What follows belongs to an exercise in optimizing a design on an open flow for small area; a production flow would make more cautious choices. At most, simulation tests tie the RTL to the original design; equivalence was not proved. The RTL of run 5 was laid out without a check of its function. Power and IR drop assume default switching activity.

**design.v**
```verilog
package fir_pkg;
  localparam int C_W_DEFAULT   = 16;
  localparam int C_NUM_DEFAULT = 33;
  typedef logic signed [C_W_DEFAULT-1:0] coeff_t;
  typedef enum logic [1:0] {
    IDLE,
    LOAD,
    ARMED,
    DRAIN
  } cbc_state_t;
  function automatic integer idx_width(input integer n);
    idx_width = (n > 1) ? $clog2(n) : 1;
  endfunction
endpackage
module fir_coeff_bank #(
  parameter int C_W   = 16,
  parameter int C_NUM = 33
) (
  input  logic                 clock,
  input  logic                 reset,
  input  logic                 shift,    
  input  logic                 keep,     
  input  logic [C_W-1:0]       wr_data,
  input  logic                 load,     
  input  logic                 hold,     
  output logic [C_NUM*C_W-1:0] coeff_flat
);
  localparam int N = C_NUM * C_W;
  logic [N-1:0] shadow_q;
  logic [N-1:0] active_q;
  logic         ld, hd;
  assign ld = load & ~reset;
  assign hd = hold & ~reset;
  always_ff @(posedge clock) begin
    shadow_q <= ({N{shift}} & {wr_data, shadow_q[N-1:C_W]}) | ({N{keep}} & shadow_q);
    active_q <= ({N{ld}} & shadow_q) | ({N{hd}} & active_q);
  end
  assign coeff_flat = active_q;
endmodule
module fir_coeff_bank_ctrl #(
  parameter int C_W   = fir_pkg::C_W_DEFAULT,
  parameter int C_NUM = fir_pkg::C_NUM_DEFAULT,
  parameter int IDX_W = fir_pkg::idx_width(C_NUM)
) (
  input  logic                 clock,
  input  logic                 reset,
  input  logic                 cfg_valid,
  output logic                 cfg_ready,
  input  logic [C_W-1:0]       cfg_data,
  input  logic                 cfg_last,
  input  logic                 commit_req,
  input  logic                 sample_strobe,
  output logic [C_NUM*C_W-1:0] coeff_flat,
  output logic                 bank_sel,
  output logic                 armed,
  output logic                 swap_done,
  output logic                 err_len
);
  fir_pkg::cbc_state_t state_q, state_d;
  logic [IDX_W-1:0] index_q, index_d;
  logic             bank_sel_q, bank_sel_d;
  logic             commit_pend_q, commit_pend_d;
  logic             armed_q, armed_d;
  logic             err_len_q, err_len_d;
  logic             swap_stage_q, swap_stage_d;
  logic             swap_done_q, swap_done_d;
  logic             cfg_ready_q, cfg_ready_d;
  logic             cfg_busy_q;
  logic             swap_idle_q;
  logic             xfer;
  logic [IDX_W-1:0] cur_idx;
  logic             at_final;
  assign xfer     = cfg_valid && cfg_ready_q;
  assign cur_idx  = (state_q == fir_pkg::LOAD) ? index_q : '0;
  assign at_final = (cur_idx == IDX_W'(C_NUM - 1));
  always_comb begin
    state_d       = state_q;
    index_d       = index_q;
    bank_sel_d    = bank_sel_q;
    commit_pend_d = commit_pend_q;
    armed_d       = armed_q;
    err_len_d     = 1'b0;
    swap_stage_d  = 1'b0;
    case (state_q)
      fir_pkg::IDLE, fir_pkg::LOAD: begin
        if ((state_q == fir_pkg::LOAD) && commit_req) commit_pend_d = 1'b1;
        if (xfer) begin
          index_d = '0;
          if (at_final && cfg_last) begin
            state_d = fir_pkg::ARMED;
            armed_d = 1'b1;
          end else if (at_final) begin
            state_d   = fir_pkg::DRAIN;
            err_len_d = 1'b1;
          end else if (cfg_last) begin
            state_d   = fir_pkg::IDLE;
            err_len_d = 1'b1;
          end else begin
            state_d = fir_pkg::LOAD;
            index_d = cur_idx + 1'b1;
          end
        end
      end
      fir_pkg::ARMED: begin
        if (commit_req) commit_pend_d = 1'b1;
        if (sample_strobe && (commit_pend_q || commit_req)) begin
          bank_sel_d    = ~bank_sel_q;
          commit_pend_d = 1'b0;
          armed_d       = 1'b0;
          swap_stage_d  = 1'b1;
          state_d       = fir_pkg::IDLE;
        end
      end
      fir_pkg::DRAIN: begin
        if (xfer && cfg_last) state_d = fir_pkg::IDLE;
      end
      default: state_d = fir_pkg::IDLE;
    endcase
    if (err_len_d) commit_pend_d = 1'b0;
    cfg_ready_d = (state_d != fir_pkg::ARMED);
    swap_done_d = swap_stage_q;
  end
  always_ff @(posedge clock) begin
    if (reset) begin
      state_q       <= fir_pkg::IDLE;
      index_q       <= '0;
      bank_sel_q    <= 1'b0;
      commit_pend_q <= 1'b0;
      armed_q       <= 1'b0;
      err_len_q     <= 1'b0;
      swap_stage_q  <= 1'b0;
      swap_done_q   <= 1'b0;
      cfg_ready_q   <= 1'b0;
      cfg_busy_q    <= 1'b1;
      swap_idle_q   <= 1'b1;
    end else begin
      state_q       <= state_d;
      index_q       <= index_d;
      bank_sel_q    <= bank_sel_d;
      commit_pend_q <= commit_pend_d;
      armed_q       <= armed_d;
      err_len_q     <= err_len_d;
      swap_stage_q  <= swap_stage_d;
      swap_done_q   <= swap_done_d;
      cfg_ready_q   <= cfg_ready_d;
      cfg_busy_q    <= ~cfg_ready_d;
      swap_idle_q   <= ~swap_stage_d;
    end
  end
  fir_coeff_bank #(
    .C_W   (C_W),
    .C_NUM (C_NUM)
  ) u_bank (
    .clock      (clock),
    .reset      (reset),
    .shift      (xfer),
    .keep       (~cfg_valid | cfg_busy_q),
    .wr_data    (cfg_data),
    .load       (swap_stage_q),
    .hold       (swap_idle_q),
    .coeff_flat (coeff_flat)
  );
  assign cfg_ready = cfg_ready_q;
  assign bank_sel  = bank_sel_q;
  assign armed     = armed_q;
  assign swap_done = swap_done_q;
  assign err_len   = err_len_q;
endmodule
```
**run.sh**
```bash
#!/bin/bash
# synth_recipe.tcl (not shown) runs the flow's synth.tcl, then flattens the netlist and writes it again
# the make line also repeats each setting of config.mk as NAME=value (left out here)
make -C /OpenROAD-flow-scripts/flow DESIGN_CONFIG=/design/flow/config.mk WORK_HOME=/design/flow/orfs CLKGATE_MAP_FILE= SYNTH_SCRIPT=/design/flow/synth_recipe.tcl finish
```
**config.mk**
```make
export PLATFORM = sky130hd
export DESIGN_NAME = fir_coeff_bank_ctrl
export DESIGN_NICKNAME = fir_coeff_bank_ctrl
export VERILOG_FILES = /design/flow/design.v
export SDC_FILE = /design/flow/constraint.sdc
export NUM_CORES = 4
export LEC_CHECK = 0
export CAP_MARGIN = 20
export CORE_MARGIN = 2
export CORE_UTILIZATION = 40
export SLEW_MARGIN = 20
```
**constraint.sdc**
```tcl
create_clock -name core_clock -period 5.0 [get_ports {clock}]
set_input_delay 1.0000 -clock core_clock [delete_from_list [all_inputs] [get_ports {clock}]]
set_output_delay 1.0000 -clock core_clock [all_outputs]
set_load 0.01 [all_outputs]
```
==> results.tsv, run 1 <==
metric	value	unit
WL final	93700	um
register area	21500	um2
multiplexer share of the synthesized area	0	%
hold crit path type	flop to flop	
drt pass-1 iters	5	
Resized cells post-CTS	0	
status	timing/DRC/antenna clean	
Max FO, Critical Path	6	
startpoint class of the critical path	flop	
Worst path most repeated cell	ha_1	
Clock Sink Count	1073	
capturing element type of the critical path	flop	
synthesized netlist net count	2464	
count of unique library cells instantiated by Yosys	41	
post-synthesis sequential area ratio	66.6	%
CP endpoint	index_q[2]	
Die Ht	288	um
total I/O pin count	555	
Max-Cap Viols	0	
Final period util	58.3	%
global-route wire length before repair	139000	um
Async SR Flop Fraction	0	%
cell depth of the worst setup path	10	
Syn Area/Cell	13.2	um2
Leak	16.3	nW
port bufs	554	
hold path startpoint	u_bank.shadow_q[7]	
die width	288	um
drt via density	5.54	
share of the synthesized area in the top cell type	66.6	%
GRT overflow	0	
Least-Margin Pin Slew	0.952	ns
CP Class	flop to flop	
Final Util	52.8	%
most frequent cells in the layout	dfxtp_1 (1,073), a22o_1 (1,056), clkdlybuf4s50_1 (554), clkbuf_16 (108), clkbuf_1 (25)	
RR Endpoint	index_q[2]	
WP data required	5.54	ns
Num CTS Buffers	107	
top cell family by delay on the critical path	simple AND/OR/NAND/NOR gates	
share of layout cells above drive strength 1	7.16	%
final setup fails	0	
fraction of synthesized cell area in xor and xnor cells	0.0814	%
Skew-Pair Late Insertion Delay	0.65	ns
# nets final	2924	
post-route ant nets	0	
Slew Viols, Final	0	
synth-to-layout area growth	31.0	%
H-tree depth	3	
largest family of logic cells by synthesized area	compound AO/OA/AOI/OAI gates	
die area	83000	um2
#FFs+latches synth	1073	
wire per inst	23.1	um
CP Launch Point	state_q[0]	
Worst VDD drop	0.000279	V
crit path DAT	3.45	ns
Clock Skew	0.0211	ns
DRC	0	
fill cell total of the finished layout	6785	
Synth Area in Compound Gates	29.1	%
ys flop type	dfxtp_1	
top area cells in the synthesized netlist	dfxtp_1 (67%), a22o_1 (29%), buf_2 (2.4%)	
fmax	343	MHz
Synth area leader	dfxtp_1	
# hold bufs at CTS	0	
commonest non-fill, non-tap cell in the layout	dfxtp_1	
clock slew at reported path FFs	0.07	ns
unrepaired setup endpoints after global routing	false	
GP Congestion	0.839	
GR Util All Layers	21.5	%
Final Hold Viols	0	
CTS tree	built	
R2R setup slack	2.09	ns
Site Rows	104	
hold_ws	0.469	ns
Mapped Area	32300	um2
setup TNS	0	ns
dpl cells	3850	
Cell Pwr Density	457	nW/um2
Core Area	80200	um2
largest net degree at the start of global routing	132	
multi-input logic area	9700	um2
Synth Warn #	2	
CP bufs+invs	1	
Finished Layout Cells	4050	
setup bufs post-CTS	0	
Pwr Total	19.3	mW
Final HPWL DP	61400	um
Reg2Reg Depth	10	
initial antenna violation count	3	
min cycle time layout	2.91	ns
clock buffer depth	3	
number of flops mapped to enable cells by yosys	0	
detailed-route via count	22444	
Gate Count Post-Synth	2439	
crit path max-delay cell type	dfxtp_1	
worst flop-to-flop path startpoint	state_q[0]	
Max stage delay on crit path	0.42	ns
fraction of the mapped netlist area in adder cells	0.116	%
Initial DRC Count	1685	
Slew HR	36.5	%
starting density of the core	40.3	%
vias in the first global route	21662	
root buffer cell	clkbuf_16	
crit-path cells	and2b_1 > and2_1 > inv_1 > ha_1 > and4bb_1 > and2_2 > ha_1 > nor3_1 > o2111ai_1 > o311ai_1	
simple-gate area share of the yosys netlist	0.647	%
-- cell families (layout without fill, tap and decap cells) --
group,count (synthesis),count (layout)
simple gates,36,36
other cells,0,2
flops,1073,1073
fa+ha+maj,3,3
compound gates,1079,1079
buf+inv,245,794
xor+xnor,3,3
-- stage by stage --
step / cell area (um2) / setup slack (ns)
floorplan: 32300 / 2.75
global placement: 38500 / 1.77
detailed placement: 38500 / 1.65
CTS: 42300 / 2.17
global route: 42300 / 1.83
finish: 42300 / 2.09
-- power by group --
group | internal, mW | switching (mW)
clock network | 5.06 | 3.32
logic | 0.548 | 0.432
registers | 9.26 | 0.730
total | 14.9 | 4.48
-- worst min-delay path by stage --
stage | to | slack, ns | cells after the start
6_report | u_bank.active_q[7] | 0.47 | 1
5_1_grt | u_bank.active_q[523] | 0.49 | 1
4_1_cts | u_bank.active_q[7] | 0.47 | 1
3_5_place_dp | u_bank.active_q[7] | 0.46 | 1
3_3_place_gp | u_bank.active_q[12] | 0.46 | 1
2_1_floorplan | u_bank.active_q[0] | 0.44 | 1
-- synth_stat cells (all sizes together) (2+ instances only) --
master     n
buf      171
nand3      3
inv        6
nor2       7
dfxtp   1073
nor2b      3
clkbuf    68
xor2       2
o21ai      8
nand2      6
a21o       2
and2       4
nand2b     2
a22o    1056
ha         3
nor3b      2
o21a       2
a21oi      4
-- state kept, by name, summed over array words and instances (netlist names) --
register and count:
armed_q 1, bank_sel_q 1, cfg_busy_q 1, cfg_ready_q 1, commit_pend_q 1, err_len_q 1, index_q 6, state_q 2
swap_done_q 1, swap_idle_q 1, swap_stage_q 1, u_bank.active_q 528, u_bank.shadow_q 528
-- routing by layer --
metal  up-vias  global-route usage [%]  wire length, um
li1      10395                       -                -
met1     11306                    27.9            40100
met2       621                    34.7            44800
met3       118                    5.95             6360
met4         4                    6.75             2390
met5         -                       0               29
-- worst reg2reg max path, stage by stage (launching register included) --
cell       delay (ns)
dfxtp_1          0.42
and2b_1          0.26
and2_1           0.18
inv_1            0.06
ha_1             0.21
and4bb_1         0.24
and2_2           0.20
ha_1             0.23
nor3_1           0.35
o2111ai_1        0.28
o311ai_1         0.37
-- area by class of cell --
class                      count  share of cell area [%]
tap                         1060                    3.14
sequential                  1073                    50.8
clock buffer                 157                    7.39
antenna                        2                  0.0118
inverter                       6                  0.0532
clock inverter                41                    1.47
multi-input combinational   1121                    22.9
timing repair buffer         590                    14.2
==> inputs of run 2 (changes only) <==
==> flow/run.sh (new file) <==
#!/bin/bash
# Standard ORFS layout with two changes: port buffers use the smallest buffer,
# and CTS uses small clock buffers without dummy loads.
set -e
cp standard.sh standard_sh_copy.log
cp config.mk config_mk_copy.log
cat >> config.mk <<'EOF'
export BUFFER_PORTS_ARGS = -buffer_cell sky130_fd_sc_hd__buf_1
export CTS_ARGS = -sink_clustering_enable -repair_clock_nets -dont_use_dummy_load -buf_list {sky130_fd_sc_hd__clkbuf_4 sky130_fd_sc_hd__clkbuf_8}
EOF
bash standard.sh > standard.log 2>&1
==> standard.sh (new file) <==
#!/bin/bash
# synth_recipe.tcl (not shown) runs the flow's synth.tcl, then flattens the netlist and writes it again
# the make line also repeats each setting of config.mk as NAME=value (left out here)
make -C /OpenROAD-flow-scripts/flow DESIGN_CONFIG=/design/flow/config.mk WORK_HOME=/design/flow/orfs CLKGATE_MAP_FILE= SYNTH_SCRIPT=/design/flow/synth_recipe.tcl "${@:-finish}"
--- a/config.mk
+++ b/config.mk
@@ -10,2 +10,4 @@
 export CORE_UTILIZATION = 40
 export SLEW_MARGIN = 20
+export BUFFER_PORTS_ARGS = -buffer_cell sky130_fd_sc_hd__buf_1
+export CTS_ARGS = -sink_clustering_enable -repair_clock_nets -dont_use_dummy_load -buf_list {sky130_fd_sc_hd__clkbuf_4 sky130_fd_sc_hd__clkbuf_8}
removed: run.sh
==> results.tsv, run 2 <==
metric	value	unit	change
status	timing/DRC/antenna clean		
simple-gate area share of the yosys netlist	0.647	%	unchanged
unrepaired setup endpoints after global routing	false		
Seq pwr share	59.2	%	+7.6 points
Core Area	80200	um2	unchanged
Synth Warn #	2		unchanged
fraction of synthesized cell area in xor and xnor cells	0.0814	%	unchanged
total I/O pin count	555		unchanged
top area cells in the synthesized netlist	dfxtp_1 (67%), a22o_1 (29%), buf_2 (2.4%)		
clock slew at reported path FFs	0.06	ns	about the same
hold crit path type	input port to flop		
switching share of total power	24.3	%	+1.2 points
GRT overflow	0		unchanged
Slew Viols, Final	0		unchanged
Mapped Area	32300	um2	unchanged
fraction of the mapped netlist area in adder cells	0.116	%	unchanged
largest family of logic cells by synthesized area	compound AO/OA/AOI/OAI gates		
CP Class	flop to flop		
largest net degree at the start of global routing	232		+76%
most frequent cells after synthesis	dfxtp_1 (1,073), a22o_1 (1,056), buf_2 (152), clkbuf_1 (67), buf_1 (17)		
Final Hold Viols	0		unchanged
Skew-Pair Late Insertion Delay	0.81	ns	+0.16 ns
Die Ht	288	um	unchanged
DRC	0		unchanged
share of the synthesized area in the top cell type	66.6	%	unchanged
most frequent cell after synthesis	dfxtp_1		
fill cell total of the finished layout	7357		+8.4%
R2R setup slack	2.24	ns	+0.15 ns
Initial DRC Count	1647		-2.3%
GR Util All Layers	20.7	%	-0.83 points
Max FO, Critical Path	6		unchanged
crit path DAT	3.43	ns	-0.02 ns
Worst VDD drop	0.000245	V	-12%
vias in the first global route	21640		-0.10%
Synth Area in Compound Gates	29.1	%	unchanged
ys flop type	dfxtp_1		
fmax	362	MHz	+5.5%
setup bufs post-CTS	0		unchanged
port bufs	554		unchanged
NetSw	4.11	mW	-8.4%
multiplexer share of the synthesized area	0	%	unchanged
most frequent cells in the layout	dfxtp_1 (1,073), a22o_1 (1,056), buf_1 (554), clkbuf_8 (169), buf_12 (16)		
WL final	90200	um	-3.7%
WP data required	5.66	ns	+0.12 ns
Syn Area/Cell	13.2	um2	unchanged
Leak	14.4	nW	-12%
synth-to-layout area growth	15.7	%	
Resized cells post-CTS	0		unchanged
# nets final	2976		+1.8%
drt via density	5.61		+1.3%
post-route ant nets	0		unchanged
H-tree depth	4		+1
starting density of the core	40.3	%	unchanged
initial antenna violation count	5		+2
root buffer cell	clkbuf_8		
Clock Skew	0.104	ns	+0.0833 ns
die width	288	um	unchanged
Synth area leader	dfxtp_1		
final setup fails	0		unchanged
Final HPWL DP	57600	um	-6.1%
detailed-route via count	22520		+0.34%
global-route wire length before repair	135000	um	-3.4%
hold_ws	0.440	ns	-0.0287 ns
count of unique library cells instantiated by Yosys	41		unchanged
Slew HR	32.0	%	-4.5 points
# hold bufs at CTS	0		unchanged
Clock power frac	35.1	%	-8.2 points
Clock Sink Count	1073		unchanged
Least-Margin Pin Slew	1.02	ns	+0.0671 ns
GP Congestion	0.824		-1.8%
die area	83000	um2	unchanged
largest registers	u_bank.active_q (528), u_bank.shadow_q (528), index_q (6)		
synthesized netlist net count	2464		unchanged
setup TNS	0	ns	unchanged
capturing element type of the critical path	flop		
Pwr Total	16.9	mW	-13%
combinational power share	5.7	%	+0.6 points
share of layout cells above drive strength 1	6.78	%	-0.38 points
commonest non-fill, non-tap cell in the layout	dfxtp_1		
Gate Count Post-Synth	2439		unchanged
wire per inst	22.5	um	-2.7%
Num CTS Buffers	169		+58%
Place WS	2.04	ns	+0.388 ns
worst setup margin	2.24	ns	+0.152 ns
clock buffer depth	3		unchanged
Final period util	55.2	%	-3.0 points
startpoint class of the critical path	flop		
drt pass-1 iters	5		unchanged
CTS tree	built		
P_int	12.8	mW	-14%
min cycle time layout	2.76	ns	-0.152 ns
Async SR Flop Fraction	0	%	unchanged
Site Rows	104		unchanged
#FFs+latches synth	1073		unchanged
Cell Pwr Density	452	nW/um2	-1.3%
Max-Cap Viols	0		unchanged
post-synthesis sequential area ratio	66.6	%	unchanged
number of flops mapped to enable cells by yosys	0		unchanged
-- run 2: final cells by class --
| cell class | count | area [um2] | share of cell area [%] |
|---|---|---|---|
| antenna | 3 | 7.51 | 0.0201 |
| clock buffer | 169 | 2330 | 6.23 |
| inverter | 6 | 22.5 | 0.0603 |
| multi-input combinational | 1121 | 9700 | 26.0 |
| sequential | 1073 | 21500 | 57.5 |
| tap | 1060 | 1330 | 3.55 |
| timing repair buffer | 580 | 2490 | 6.68 |
-- run 2: logic make-up after synthesis --
family | count (synthesis)
buffers and inverters | 245
AO/OA/AOI/OAI | 1079
adder cells (fa/ha/maj) | 3
flip-flops | 1073
AND/OR/NAND/NOR | 36
XOR/XNOR | 3
-- run 2: worst max-delay path, stage by stage, from the launching register on --
cell       delay [ns]
dfxtp_1          0.42
and2b_1          0.26
and2_1           0.18
inv_1            0.05
ha_1             0.18
and4bb_1         0.23
and2_2           0.19
ha_1             0.23
nor3_1           0.33
o2111ai_1        0.28
o311ai_1         0.31
-- run 2: worst paths after layout --
kind | start | end | cells past startpoint
worst max-delay path | state_q[0] | index_q[2] | 10
worst min-delay path | cfg_data[15] | u_bank.shadow_q[527] | 2
worst max register to register | state_q[0] | index_q[2] | 10
worst min register to register | u_bank.shadow_q[432] | u_bank.active_q[432] | 1
-- run 2: metrics by stage --
step           area [um2]  util (%)  cells
5_1_grt             37400      46.6   4012
2_1_floorplan       32300         -   2439
4_1_cts             37300      46.6   4008
6_report            37400      46.6   4012
3_5_place_dp        35000      43.7   3839
3_3_place_gp        35000      43.7   3839
-- run 2: layer usage --
layer | track usage (%) | vias up | share of wire, %
met5 | 0 | - | 0.031
met2 | 31.8 | 760 | 47
met4 | 8.12 | 4 | 3.1
li1 | - | 10387 | -
met1 | 27.0 | 11221 | 43
met3 | 6.59 | 148 | 7.5
-- run 2: power by group through the flow --
stage	clock network, mW	logic [mW]	registers, mW
floorplan	0	0.819	9.83
global placement	0	0.933	10.1
detailed placement	0	0.961	10.2
CTS	6.09	0.967	9.98
global route	6.46	1.06	10.1
finish	5.92	0.964	9.99
==> inputs of run 3 (changes only) <==
==> flow/run.sh (replaced) <==
#!/bin/bash
# Standard ORFS layout (the standard.sh, standard synthesis unchanged) with
# two changes: port buffers use the smallest buffer, and CTS builds larger
# sink clusters from clkbuf_8 without dummy loads.
set -e
cat >> config.mk <<'EOF'
export BUFFER_PORTS_ARGS = -buffer_cell sky130_fd_sc_hd__buf_1
export CTS_ARGS = -sink_clustering_enable -repair_clock_nets -dont_use_dummy_load -buf_list {sky130_fd_sc_hd__clkbuf_8} -sink_clustering_size 20 -sink_clustering_max_diameter 60
EOF
bash standard.sh > standard.log 2>&1
--- a/config.mk
+++ b/config.mk
@@ -8,6 +8,6 @@
 export CAP_MARGIN = 20
 export CORE_MARGIN = 2
-export CORE_UTILIZATION = 40
+export CORE_UTILIZATION = 80
 export SLEW_MARGIN = 20
 export BUFFER_PORTS_ARGS = -buffer_cell sky130_fd_sc_hd__buf_1
-export CTS_ARGS = -sink_clustering_enable -repair_clock_nets -dont_use_dummy_load -buf_list {sky130_fd_sc_hd__clkbuf_4 sky130_fd_sc_hd__clkbuf_8}
+export CTS_ARGS = -sink_clustering_enable -repair_clock_nets -dont_use_dummy_load -buf_list {sky130_fd_sc_hd__clkbuf_8} -sink_clustering_size 20 -sink_clustering_max_diameter 60
==> results.tsv, run 3 <==
metric	value	unit	change
met1 usage	52.8	%	+26 points
post-synthesis sequential area ratio	66.6	%	unchanged
CP Class	flop to flop		
Synth Warn #	2		unchanged
hold endpoint	u_bank.shadow_q[517]		
Finished Layout Cells	3366		-16%
Clock Sink Count	1073		unchanged
H-tree depth	2		-2
share of layout cells above drive strength 1	3.14	%	-3.6 points
count of unique library cells instantiated by Yosys	41		unchanged
Initial DRC Count	2654		+61%
Syn Area/Cell	13.2	um2	unchanged
synth-to-layout area growth	8.87	%	
drt pass-1 iters	6		+1
status	timing/DRC/antenna clean		
P_int	10.8	mW	-15%
Clock power frac	24.2	%	-11 points
#FFs+latches synth	1073		unchanged
worst flop-to-flop path startpoint	state_q[1]		
Async SR Flop Fraction	0	%	unchanged
die area	42000	um2	-49%
top area cells in the synthesized netlist	dfxtp_1 (67%), a22o_1 (29%), buf_2 (2.4%)		
GRT overflow	0		unchanged
R2R setup slack	2.14	ns	-0.10 ns
Worst VDD drop	0.000318	V	+30%
detailed-route via count	23534		+4.5%
most frequent cell after synthesis	dfxtp_1		
NetSw	3.59	mW	-12%
startpoint class of the critical path	flop		
most frequent cells after synthesis	dfxtp_1 (1,073), a22o_1 (1,056), buf_2 (152), clkbuf_1 (67), buf_1 (17)		
unrepaired setup endpoints after global routing	false		
WL final	87300	um	-3.2%
# hold bufs at CTS	0		unchanged
Leak	13.6	nW	-5.6%
largest registers	u_bank.active_q (528), u_bank.shadow_q (528), index_q (6)		
ys flop type	dfxtp_1		
met2 Track Usage GR	60.4	%	+29 points
vias in the first global route	21781		+0.65%
Final Hold Viols	0		unchanged
Skew-Pair Late Insertion Delay	0.71	ns	-0.10 ns
post-route ant nets	0		unchanged
Seq pwr share	69.1	%	+9.9 points
CTS tree	built		
crit path max-delay cell type	dfxtp_1		
Site Rows	73		-30%
Core Area	39800	um2	-50%
clock buffer depth	3		unchanged
Num CTS Buffers	59		-65%
synthesized netlist net count	2464		unchanged
combinational power share	6.8	%	+1.1 points
share of the synthesized area in the top cell type	66.6	%	unchanged
Clock Skew	0.0344	ns	-0.0700 ns
Worst Hold Depth	2		unchanged
drt via density	6.99		+25%
number of flops mapped to enable cells by yosys	0		unchanged
setup bufs post-CTS	0		unchanged
switching share of total power	24.9	%	+0.55 points
Slew HR	31.9	%	-0.094 points
final setup fails	0		unchanged
setup TNS	0	ns	unchanged
GR Util All Layers	39.8	%	+19 points
Least-Margin Pin Slew	1.02	ns	+0.00141 ns
hold path startpoint	cfg_data[5]		
port bufs	554		unchanged
dpl cells	3303		-14%
total I/O pin count	555		unchanged
Synth area leader	dfxtp_1		
crit path DAT	3.47	ns	+0.04 ns
global-route wire length before repair	130000	um	-3.3%
Die Ht	205	um	-29%
Max FO, Critical Path	6		unchanged
GP Congestion	0.889		+7.8%
Reg2Reg Depth	10		unchanged
WP data required	5.61	ns	-0.05 ns
met3 Track Usage GR	9.34	%	+2.7 points
Max-Cap Viols	0		unchanged
fill cell total of the finished layout	1896		-74%
clock slew at reported path FFs	0.12	ns	+0.06 ns
crit-path cells	and2b_1 > and2_1 > inv_1 > ha_1 > and4bb_1 > and2_2 > ha_1 > nor3_1 > o2111ai_1 > o311ai_1		
most frequent cells in the layout	dfxtp_1 (1,073), a22o_1 (1,056), buf_1 (554), clkbuf_8 (59), buf_12 (14)		
Gate Count Post-Synth	2439		unchanged
initial antenna violation count	3		-2
Final HPWL DP	56500	um	-1.9%
hold crit path type	input port to flop		
Top Usage Layer GRT	met2		
capturing element type of the critical path	flop		
Slew Viols, Final	0		unchanged
# nets final	2865		-3.7%
Final period util	57.2	%	+2.0 points
Resized cells post-CTS	0		unchanged
DRC	0		unchanged
starting density of the core	81.0	%	+41 points
fmax	349	MHz	-3.5%
largest net degree at the start of global routing	204		-12%
wire per inst	25.9	um	+15%
Cell Pwr Density	411	nW/um2	-9.0%
die width	205	um	-29%
min cycle time layout	2.86	ns	+0.0998 ns
commonest non-fill, non-tap cell in the layout	dfxtp_1		
Worst path most repeated cell	ha_1		
root buffer cell	clkbuf_8		
Max stage delay on crit path	0.38	ns	-0.04 ns
RR Endpoint	index_q[2]		
Mapped Area	32300	um2	unchanged
## run 3: changes by cell type in the layout (fill, tap and decap cells not counted)
cell / delta
buf_12: -2
clkbuf_8: -110
buf_4: +1
## run 3: kinds of logic (layout without fill, tap and decap cells)
kind of cell / after synthesis / count (layout) / share of synthesized area, %
AO/OA/AOI/OAI: 1079 / 1079 / 29.1
flip-flops: 1073 / 1073 / 66.6
buffers and inverters: 245 / 644 / 3.48
AND/OR/NAND/NOR: 36 / 36 / 0.647
adder cells (fa/ha/maj): 3 / 3 / 0.116
XOR/XNOR: 3 / 3 / 0.0814
other: 0 / 3 / 0
## run 3: area by class of cell
class	instances	area, um2	area share [%]
Sequential cell	1073	21500	61.1
Inverter	6	22.5	0.0641
Antenna cell	3	7.51	0.0214
Multi-Input combinational cell	1121	9700	27.6
Tap cell	525	657	1.87
Timing Repair Buffer	579	2460	7.01
Clock buffer	59	812	2.31
## run 3: layer usage
metal | up-vias | routed length [um] | part of all wire [%]
met5 | - | 0 | 0
met4 | 0 | 5110 | 5.9
met3 | 289 | 8740 | 10
met2 | 1394 | 39800 | 46
met1 | 11674 | 33600 | 39
li1 | 10177 | - | -
## run 3: power by group through the flow
stage | clock, mW | combinational (mW) | sequential, mW
floorplan | 0 | 0.819 | 9.83
global placement | 0 | 0.902 | 10.1
detailed placement | 0 | 0.958 | 10.1
CTS | 3.48 | 0.966 | 9.93
global route | 3.77 | 1.06 | 10.0
finish | 3.49 | 0.978 | 9.97
## run 3: worst max path at each step
stage                from                   end  slack (ns)  depth (start not counted)
2_1_floorplan  state_q[1]            index_q[2]        2.75                         10
3_3_place_gp        reset  u_bank.active_q[188]        2.03                          4
3_5_place_dp        reset  u_bank.active_q[217]        1.99                          4
4_1_cts        state_q[1]            index_q[2]        2.21                         10
5_1_grt        state_q[1]            index_q[2]        1.98                         10
6_report       state_q[1]            index_q[2]        2.14                         10
## run 3: critical path: cells and delay by family, from the launching register on
family,cells,cell delay [ns]
AOI/OAI and AO/OA,2,0.64
adders and majority gates,2,0.43
buffers and inverters,1,0.06
DFF,1,0.38
and+or+nand+nor,5,1.24
## run 3: metrics by stage
| step | worst slack [ns] | hold slack (ns) | cell area (um2) | power (mW) | utilization, % |
|---|---|---|---|---|---|
| 2_1_floorplan | 2.75 | 0.443 | 32300 | 10.6 | - |
| 3_3_place_gp | 2.03 | 0.454 | 34300 | 11.0 | 86.1 |
| 3_5_place_dp | 1.99 | 0.462 | 34300 | 11.1 | 86.1 |
| 4_1_cts | 2.21 | 0.456 | 35100 | 14.4 | 88.2 |
| 5_1_grt | 1.98 | 0.502 | 35100 | 14.9 | 88.2 |
| 6_report | 2.14 | 0.485 | 35100 | 14.4 | 88.2 |
==> inputs of run 4 (changes only) <==
==> flow/run.sh (replaced) <==
#!/bin/bash
# Standard ORFS layout (the standard.sh, standard synthesis unchanged) with
# two changes: port buffers use the smallest buffer, and CTS builds larger
# sink clusters from clkbuf_8 without dummy loads.
set -e
cat >> config.mk <<'EOF'
export BUFFER_PORTS_ARGS = -buffer_cell sky130_fd_sc_hd__buf_1
export CTS_ARGS = -sink_clustering_enable -repair_clock_nets -dont_use_dummy_load -buf_list {sky130_fd_sc_hd__clkbuf_8} -sink_clustering_size 18 -sink_clustering_max_diameter 60
EOF
bash standard.sh > standard.log 2>&1
==> config.mk (replaced) <==
export PLATFORM = sky130hd
export DESIGN_NAME = fir_coeff_bank_ctrl
export DESIGN_NICKNAME = fir_coeff_bank_ctrl
export VERILOG_FILES = /design/flow/design.v
export SDC_FILE = /design/flow/constraint.sdc
export NUM_CORES = 4
export LEC_CHECK = 0
export CAP_MARGIN = 20
export CORE_MARGIN = 2
export CORE_UTILIZATION = 40
export SLEW_MARGIN = 20
export BUFFER_PORTS_ARGS = -buffer_cell sky130_fd_sc_hd__buf_1
export CTS_ARGS = -sink_clustering_enable -repair_clock_nets -dont_use_dummy_load -buf_list {sky130_fd_sc_hd__clkbuf_8} -sink_clustering_size 18 -sink_clustering_max_diameter 60
==> results.tsv, run 4 <==
metric	value	unit	change
Skew-Pair Late Insertion Delay	0.69	ns	-0.02 ns
Leak	13.7	nW	+1.2%
post-layout instance area	36100	um2	+2.8%
#FFs+latches synth	1073		unchanged
Async SR Flop Fraction	0	%	unchanged
fmax	351	MHz	+0.34%
Gate Count Post-Synth	2439		unchanged
final setup fails	0		unchanged
Synth Warn #	2		unchanged
Slew Viols, Final	0		unchanged
share of the synthesized area in the top cell type	66.6	%	unchanged
vias in the first global route	20855		-4.3%
commonest non-fill, non-tap cell in the layout	dfxtp_1		
number of flops mapped to enable cells by yosys	0		unchanged
GP Congestion	0.824		-7.2%
H-tree depth	3		+1
synth-to-layout area growth	11.9	%	
die area	83000	um2	+98%
root buffer cell	clkbuf_8		
drt via density	5.64		-19%
starting density of the core	40.3	%	-41 points
wire per inst	22.7	um	-12%
Clock Sink Count	1073		unchanged
GR Util All Layers	20.3	%	-19 points
most frequent cell after synthesis	dfxtp_1		
Max-Cap Viols	0		unchanged
Site Rows	104		+42%
Slew HR	32.0	%	+0.054 points
unrepaired setup endpoints after global routing	false		
Final HPWL DP	57600	um	+2.0%
Syn Area/Cell	13.2	um2	unchanged
hold crit path type	flop to flop		
drt pass-1 iters	5		-1
Least-Margin Pin Slew	1.02	ns	-0.000813 ns
Die Ht	288	um	+41%
Max FO, Critical Path	6		unchanged
Worst VDD drop	0.000247	V	-22%
WP data required	5.51	ns	-0.10 ns
die width	288	um	+41%
Synth area leader	dfxtp_1		
share of layout cells above drive strength 1	3.88	%	+0.75 points
synthesized netlist net count	2464		unchanged
Initial DRC Count	1834		-31%
Final Hold Viols	0		unchanged
Core Area	80200	um2	+100%
Clock Skew	0.0979	ns	+0.0635 ns
dpl cells	3839		+16%
min cycle time layout	2.85	ns	-0.00955 ns
ys flop type	dfxtp_1		
Final period util	57.0	%	-0.19 points
Mapped Area	32300	um2	unchanged
status	timing/DRC/antenna clean		
Cell Pwr Density	414	nW/um2	+0.84%
WL final	89100	um	+2.0%
hold_ws	0.431	ns	-0.0535 ns
DRC	0		unchanged
count of unique library cells instantiated by Yosys	41		unchanged
clock buffer depth	3		unchanged
largest registers	u_bank.active_q (528), u_bank.shadow_q (528), index_q (6)		
detailed-route via count	22119		-6.0%
setup TNS	0	ns	unchanged
GRT overflow	0		unchanged
post-route ant nets	0		unchanged
# nets final	2887		+0.77%
Resized cells post-CTS	0		unchanged
CP Class	flop to flop		
# hold bufs at CTS	0		unchanged
Finished Layout Cells	3923		+17%
Num CTS Buffers	80		+36%
top area cells in the synthesized netlist	dfxtp_1 (67%), a22o_1 (29%), buf_2 (2.4%)		
global-route wire length before repair	133000	um	+1.9%
startpoint class of the critical path	flop		
crit path DAT	3.36	ns	-0.11 ns
largest net degree at the start of global routing	232		+14%
clock slew at reported path FFs	0.11	ns	about the same
setup bufs post-CTS	0		unchanged
Area after DPL	35000	um2	+2.0%
post-synthesis sequential area ratio	66.6	%	unchanged
port bufs	554		unchanged
capturing element type of the critical path	flop		
CTS tree	built		
total I/O pin count	555		unchanged
most frequent cells after synthesis	dfxtp_1 (1,073), a22o_1 (1,056), buf_2 (152), clkbuf_1 (67), buf_1 (17)		
initial antenna violation count	4		+1
most frequent cells in the layout	dfxtp_1 (1,073), a22o_1 (1,056), buf_1 (554), clkbuf_8 (80), buf_12 (16)		
Final Util	45.1	%	-43 points
run 4: cell counts after synthesis:
No cell type changed its count.
run 4: stage by stage:
stage	setup WS (ns)	power (mW)
after global routing	1.91	15.6
after global placement	2.10	11.1
after detailed placement	2.04	11.1
final	2.15	15.0
after CTS	2.15	15.1
after floorplan	2.75	10.6
run 4: cells by family (layout without fill, tap and decap cells):
family / after synthesis / after routing / synth area share, %
simple gates: 36 / 36 / 0.647
fa+ha+maj: 3 / 3 / 0.116
other cells: 0 / 3 / 0
flops: 1073 / 1073 / 66.6
buf+inv: 245 / 666 / 3.48
compound gates: 1079 / 1079 / 29.1
xor+xnor: 3 / 3 / 0.0814
run 4: report_power, final:
group	total (mW)	internal [mW]	switching [mW]	leakage [nW]
combinational	0.962	0.534	0.428	4.46
sequential	9.97	9.24	0.726	8.69
clock	4.04	1.44	2.60	0.575
run 4: path summary, 6_finish.rpt:
check / to / start / slack [ns] / depth (start not counted)
hold / removal: u_bank.active_q[136] / u_bank.shadow_q[136] / 0.43 / 1
setup / recovery: index_q[2] / state_q[1] / 2.15 / 10
setup reg to reg: index_q[2] / state_q[1] / 2.15 / 10
hold reg to reg: u_bank.active_q[136] / u_bank.shadow_q[136] / 0.43 / 1
run 4: layout make-up:
class                   instances  area [um2]
clock buffers                  80        1100
fillers                      7429       44000
inverters                       6        22.5
well taps                    1060        1330
flip-flops and latches       1073       21500
diodes                          3        7.51
repair buffers                580        2490
multi-input cells            1121        9700
run 4: routing by layer:
metal	vias to the layer above	track usage, %	part of all wire [%]
met2	662	32.1	47
met5	-	0	0.030
li1	10205	-	-
met4	4	6.45	2.9
met3	143	4.64	6.5
met1	11105	27.4	43
run 4: critical path, stage by stage, from the launching register on:
cell and delay [ns]:
dfxtp_1 0.37, and2b_1 0.32, and2_1 0.18, inv_1 0.05, ha_1 0.18, and4bb_1 0.23
and2_2 0.19, ha_1 0.23, nor3_1 0.33, o2111ai_1 0.27, o311ai_1 0.31
==> inputs of run 5 (changes only) <==
--- a/design.v
+++ b/design.v
@@ -15,26 +15,43 @@
 module fir_coeff_bank #(
   parameter int C_W   = 16,
-  parameter int C_NUM = 33
+  parameter int C_NUM = 33,
+  parameter int IDX_W = 6
 ) (
-  input  logic                 clock,
-  input  logic                 reset,
-  input  logic                 shift,    
-  input  logic                 keep,     
-  input  logic [C_W-1:0]       wr_data,
-  input  logic                 load,     
-  input  logic                 hold,     
+  input  logic               clock,
+  input  logic               reset,
+  input  logic               we,
+  input  logic               wr_bank,
+  input  logic [IDX_W-1:0]   wr_idx,
+  input  logic [C_W-1:0]     wr_data,
+  input  logic               rd_bank,
   output logic [C_NUM*C_W-1:0] coeff_flat
 );
-  localparam int N = C_NUM * C_W;
-  logic [N-1:0] shadow_q;
-  logic [N-1:0] active_q;
-  logic         ld, hd;
-  assign ld = load & ~reset;
-  assign hd = hold & ~reset;
+  logic [C_NUM*C_W-1:0] bank0_q, bank0_d;
+  logic [C_NUM*C_W-1:0] bank1_q, bank1_d;
+  logic [C_NUM*C_W-1:0] flat_q;
+  logic [C_NUM*C_W-1:0] flat_d;
+  always_comb begin
+    bank0_d = bank0_q;
+    bank1_d = bank1_q;
+    for (int i = 0; i < C_NUM; i++) begin
+      if (we && (wr_idx == IDX_W'(i))) begin
+        if (wr_bank) bank1_d[i*C_W +: C_W] = wr_data;
+        else         bank0_d[i*C_W +: C_W] = wr_data;
+      end
+    end
+  end
+  assign flat_d = rd_bank ? bank1_q : bank0_q;
   always_ff @(posedge clock) begin
-    shadow_q <= ({N{shift}} & {wr_data, shadow_q[N-1:C_W]}) | ({N{keep}} & shadow_q);
-    active_q <= ({N{ld}} & shadow_q) | ({N{hd}} & active_q);
+    if (reset) begin
+      bank0_q <= '0;
+      bank1_q <= '0;
+      flat_q  <= '0;
+    end else begin
+      bank0_q <= bank0_d;
+      bank1_q <= bank1_d;
+      flat_q  <= flat_d;
+    end
   end
-  assign coeff_flat = active_q;
+  assign coeff_flat = flat_q;
 endmodule
 module fir_coeff_bank_ctrl #(
@@ -66,7 +83,6 @@
   logic             swap_done_q, swap_done_d;
   logic             cfg_ready_q, cfg_ready_d;
-  logic             cfg_busy_q;
-  logic             swap_idle_q;
   logic             xfer;
+  logic             wr_en;
   logic [IDX_W-1:0] cur_idx;
   logic             at_final;
@@ -82,8 +98,10 @@
     err_len_d     = 1'b0;
     swap_stage_d  = 1'b0;
+    wr_en         = 1'b0;
     case (state_q)
       fir_pkg::IDLE, fir_pkg::LOAD: begin
         if ((state_q == fir_pkg::LOAD) && commit_req) commit_pend_d = 1'b1;
         if (xfer) begin
+          wr_en   = 1'b1;
           index_d = '0;
           if (at_final && cfg_last) begin
@@ -132,6 +150,4 @@
       swap_done_q   <= 1'b0;
       cfg_ready_q   <= 1'b0;
-      cfg_busy_q    <= 1'b1;
-      swap_idle_q   <= 1'b1;
     end else begin
       state_q       <= state_d;
@@ -144,19 +160,18 @@
       swap_done_q   <= swap_done_d;
       cfg_ready_q   <= cfg_ready_d;
-      cfg_busy_q    <= ~cfg_ready_d;
-      swap_idle_q   <= ~swap_stage_d;
     end
   end
   fir_coeff_bank #(
     .C_W   (C_W),
-    .C_NUM (C_NUM)
+    .C_NUM (C_NUM),
+    .IDX_W (IDX_W)
   ) u_bank (
     .clock      (clock),
     .reset      (reset),
-    .shift      (xfer),
-    .keep       (~cfg_valid | cfg_busy_q),
+    .we         (wr_en),
+    .wr_bank    (~bank_sel_q),
+    .wr_idx     (cur_idx),
     .wr_data    (cfg_data),
-    .load       (swap_stage_q),
-    .hold       (swap_idle_q),
+    .rd_bank    (bank_sel_q),
     .coeff_flat (coeff_flat)
   );
==> run.sh (new file) <==
#!/bin/bash
# synth_recipe.tcl (not shown) runs the flow's synth.tcl, then flattens the netlist and writes it again
# the make line also repeats each setting of config.mk as NAME=value (left out here)
make -C /OpenROAD-flow-scripts/flow DESIGN_CONFIG=/design/flow/config.mk WORK_HOME=/design/flow/orfs CLKGATE_MAP_FILE= SYNTH_SCRIPT=/design/flow/synth_recipe.tcl finish
==> config.mk (replaced) <==
export PLATFORM = sky130hd
export DESIGN_NAME = fir_coeff_bank_ctrl
export DESIGN_NICKNAME = fir_coeff_bank_ctrl
export VERILOG_FILES = /design/flow/design.v
export SDC_FILE = /design/flow/constraint.sdc
export NUM_CORES = 4
export LEC_CHECK = 0
export CAP_MARGIN = 20
export CORE_MARGIN = 2
export CORE_UTILIZATION = 40
export SLEW_MARGIN = 20
removed: flow/run.sh
removed: standard.sh
==> results.tsv, run 5 <==
metric	value	unit	change
Synth area leader	dfxtp_1		
vias in the first global route	40358		+94%
detailed-route via count	41395		+87%
Slew Viols, Final	0		unchanged
Clock Sink Count	1599		+49%
die width	387	um	+34%
synthesized netlist net count	5962		+140%
fmax	270	MHz	-23%
WP data required	5.71	ns	+0.20 ns
drt via density	4.97		-12%
count of unique library cells instantiated by Yosys	49		+20%
capturing element type of the critical path	flop		
root buffer cell	clkbuf_16		
Final Util	48.9	%	+3.8 points
share of the synthesized area in the top cell type	54.7	%	-12 points
hold_ws	0.452	ns	+0.0201 ns
unrepaired setup endpoints after global routing	false		
largest registers	u_bank.bank0_q (528), u_bank.bank1_q (528), u_bank.flat_q (528)		
Core Area	146000	um2	+82%
top area cells in the synthesized netlist	dfxtp_1 (55%), mux2i_1 (19%), nand2b_1 (6.4%)		
drt pass-1 iters	5		unchanged
Gate Count Post-Synth	5933		+140%
CP Launch Point	state_q[1]		
Worst VDD drop	0.000283	V	+15%
#FFs+latches synth	1599		+49%
status	timing/DRC/antenna clean		
Max-Cap Viols	0		unchanged
min cycle time layout	3.70	ns	+0.847 ns
Final HPWL DP	106000	um	+84%
crit path DAT	4.41	ns	+1.05 ns
Resized cells post-CTS	0		unchanged
clock slew at reported path FFs	0.06	ns	-0.05 ns
# hold bufs at CTS	0		unchanged
Max FO, Critical Path	16		+10
most frequent cells in the layout	dfxtp_1 (1,598), mux2i_1 (1,137), nand2_1 (915), nand2b_1 (579), nor2_1 (569)		
fill cell total of the finished layout	13299		+79%
H-tree depth	4		+1
GP Congestion	0.775		-6.0%
hold path startpoint	u_bank.bank0_q[361]		
Syn Area/Cell	9.87	um2	-25%
Final period util	74.0	%	+17 points
global-route wire length before repair	254000	um	+91%
Async SR Flop Fraction	0	%	unchanged
Leak	27.6	nW	+100%
clock buffer depth	3		unchanged
startpoint class of the critical path	flop		
GRT overflow	0		unchanged
post-synthesis sequential area ratio	54.7	%	-12 points
Least-Margin Pin Slew	1.10	ns	+0.0820 ns
share of layout cells above drive strength 1	7.37	%	+3.5 points
Site Rows	140		+35%
port bufs	554		unchanged
R2R setup slack	1.30	ns	-0.85 ns
GR Util All Layers	22.0	%	+1.7 points
setup bufs post-CTS	0		unchanged
WL final	170000	um	+91%
Initial DRC Count	2999		+64%
most frequent cells after synthesis	dfxtp_1 (1,599), mux2i_1 (1,137), nand2_1 (915), nand2b_1 (595), nor2_1 (569)		
DRC	0		unchanged
CTS tree	built		
Place WS	1.29	ns	-0.747 ns
setup TNS	0	ns	unchanged
Num CTS Buffers	167		+110%
hold crit path type	flop to flop		
Cell Pwr Density	377	nW/um2	-9.0%
# nets final	6289		+120%
most frequent cell after synthesis	dfxtp_1		
post-route ant nets	0		unchanged
Pwr Total	26.8	mW	+79%
total I/O pin count	555		unchanged
starting density of the core	40.2	%	about the same
ys flop type	dfxtp_1		
die area	149000	um2	+80%
number of flops mapped to enable cells by yosys	0		unchanged
synth-to-layout area growth	21.6	%	
commonest non-fill, non-tap cell in the layout	dfxtp_1		
Clock Skew	0.0406	ns	-0.0573 ns
final setup fails	0		unchanged
worst setup margin	1.30	ns	-0.847 ns
Mapped Area	58600	um2	+81%
initial antenna violation count	11		+7
Skew-Pair Late Insertion Delay	0.82	ns	+0.13 ns
Synth Warn #	2		unchanged
Final Hold Viols	0		unchanged
worst flop-to-flop path startpoint	state_q[1]		
Slew HR	26.5	%	-5.5 points
wire per inst	20.4	um	-10%
Die Ht	387	um	+34%
CP Class	flop to flop		
largest net degree at the start of global routing	240		+3.4%
run 5: final timing paths:
kind                                       endpoint  depth (start not counted)
worst min-delay path            u_bank.bank0_q[361]                          2
worst min register to register  u_bank.bank0_q[361]                          2
worst max-delay path            u_bank.bank1_q[158]                          9
worst max register to register  u_bank.bank1_q[158]                          9
run 5: critical path: stages, from the launching register on:
cell	delay, ns
dfxtp_1	0.36
inv_1	0.13
ha_1	0.54
nand2_1	0.19
inv_1	0.10
ha_1	0.31
nand4b_1	0.66
nor4_4	1.06
nand2_1	0.11
a21oi_1	0.16
run 5: metrics by stage:
stage,std cells,instance area (um2)
after global routing,8319,71200
after floorplan,5933,58600
after global placement,8008,65300
after CTS,8318,71200
final,8323,71200
after detailed placement,8008,65300
run 5: layout make-up:
| type | instances | area [um2] | area share [%] |
|---|---|---|---|
| timing repair buffer | 639 | 6210 | 8.72 |
| antenna | 5 | 12.5 | 0.0176 |
| tap | 1917 | 2400 | 3.37 |
| inverter | 9 | 33.8 | 0.0475 |
| clock buffer | 241 | 4940 | 6.94 |
| clock inverter | 69 | 926 | 1.30 |
| multi-input combinational | 3844 | 24700 | 34.6 |
| sequential | 1599 | 32000 | 45.0 |
run 5: layer usage:
metal	global-route usage [%]	part of all wire, %
met1	29.9	46
met5	0	0.014
met2	34.6	45
met4	8.35	3.6
met3	4.22	5.2
run 5: kinds of logic (layout without fill, tap and decap cells):
group / count (synthesis) / in the layout / share of synthesized area, %
muxes: 1137 / 1137 / 19.4
and+or+nand+nor: 2217 / 2217 / 18.0
buffers and inverters: 490 / 958 / 3.49
adders and majority gates: 7 / 7 / 0.150
other: 0 / 5 / 0
xor gates and xnor gates: 1 / 1 / 0.0150
AOI/OAI and AO/OA: 482 / 482 / 4.20
DFF: 1599 / 1599 / 54.7
run 5: power by group:
group | switching (mW) | internal (mW) | leakage [nW] | total [mW]
Combinational | 0.717 | 0.288 | 11.8 | 1.01
Clock | 5.29 | 7.74 | 2.88 | 13.0
Sequential | 0.0310 | 12.8 | 12.9 | 12.8
Total | 6.04 | 20.8 | 27.6 | 26.8

-- afterwards: timing with drivers on the ports --
Ports are ideal in the flow. The routed layouts listed here were re-timed in OpenROAD.
Step 1 sets driving cells, clkbuf_16 on the clock port and buf_2 on the other inputs (assumed; they add their load-dependent delay and slew).
Step 2, shift: input delay + t, output delay - t, t = (earliest + latest rising clock arrival at the registers) / 2. This alone moves slack from input paths to output paths.
Slacks: ideal / step 1 / step 2; pairs: ideal / step 1.
run	shift t [ns]	slack for setup (ns)	hold WS [ns]
run 1	0.710	2.086 / 2.086 / 1.578	0.469 / 0.469 / 0.469
run 2	0.822	2.239 / 2.239 / 1.787	0.440 / 0.403 / 0.451
run 3	0.756	2.139 / 2.139 / 1.833	0.485 / 0.469 / 0.485
run 4	0.714	2.148 / 2.148 / 1.900	0.431 / 0.431 / 0.431
run 5	0.876	1.302 / 1.302 / 1.219	0.452 / 0.452 / 0.452
After both steps every run listed still meets setup and hold. For run 1, which loses most, drivers alone change the setup slack by 0.000 ns; drivers and shift together by -0.508 ns.
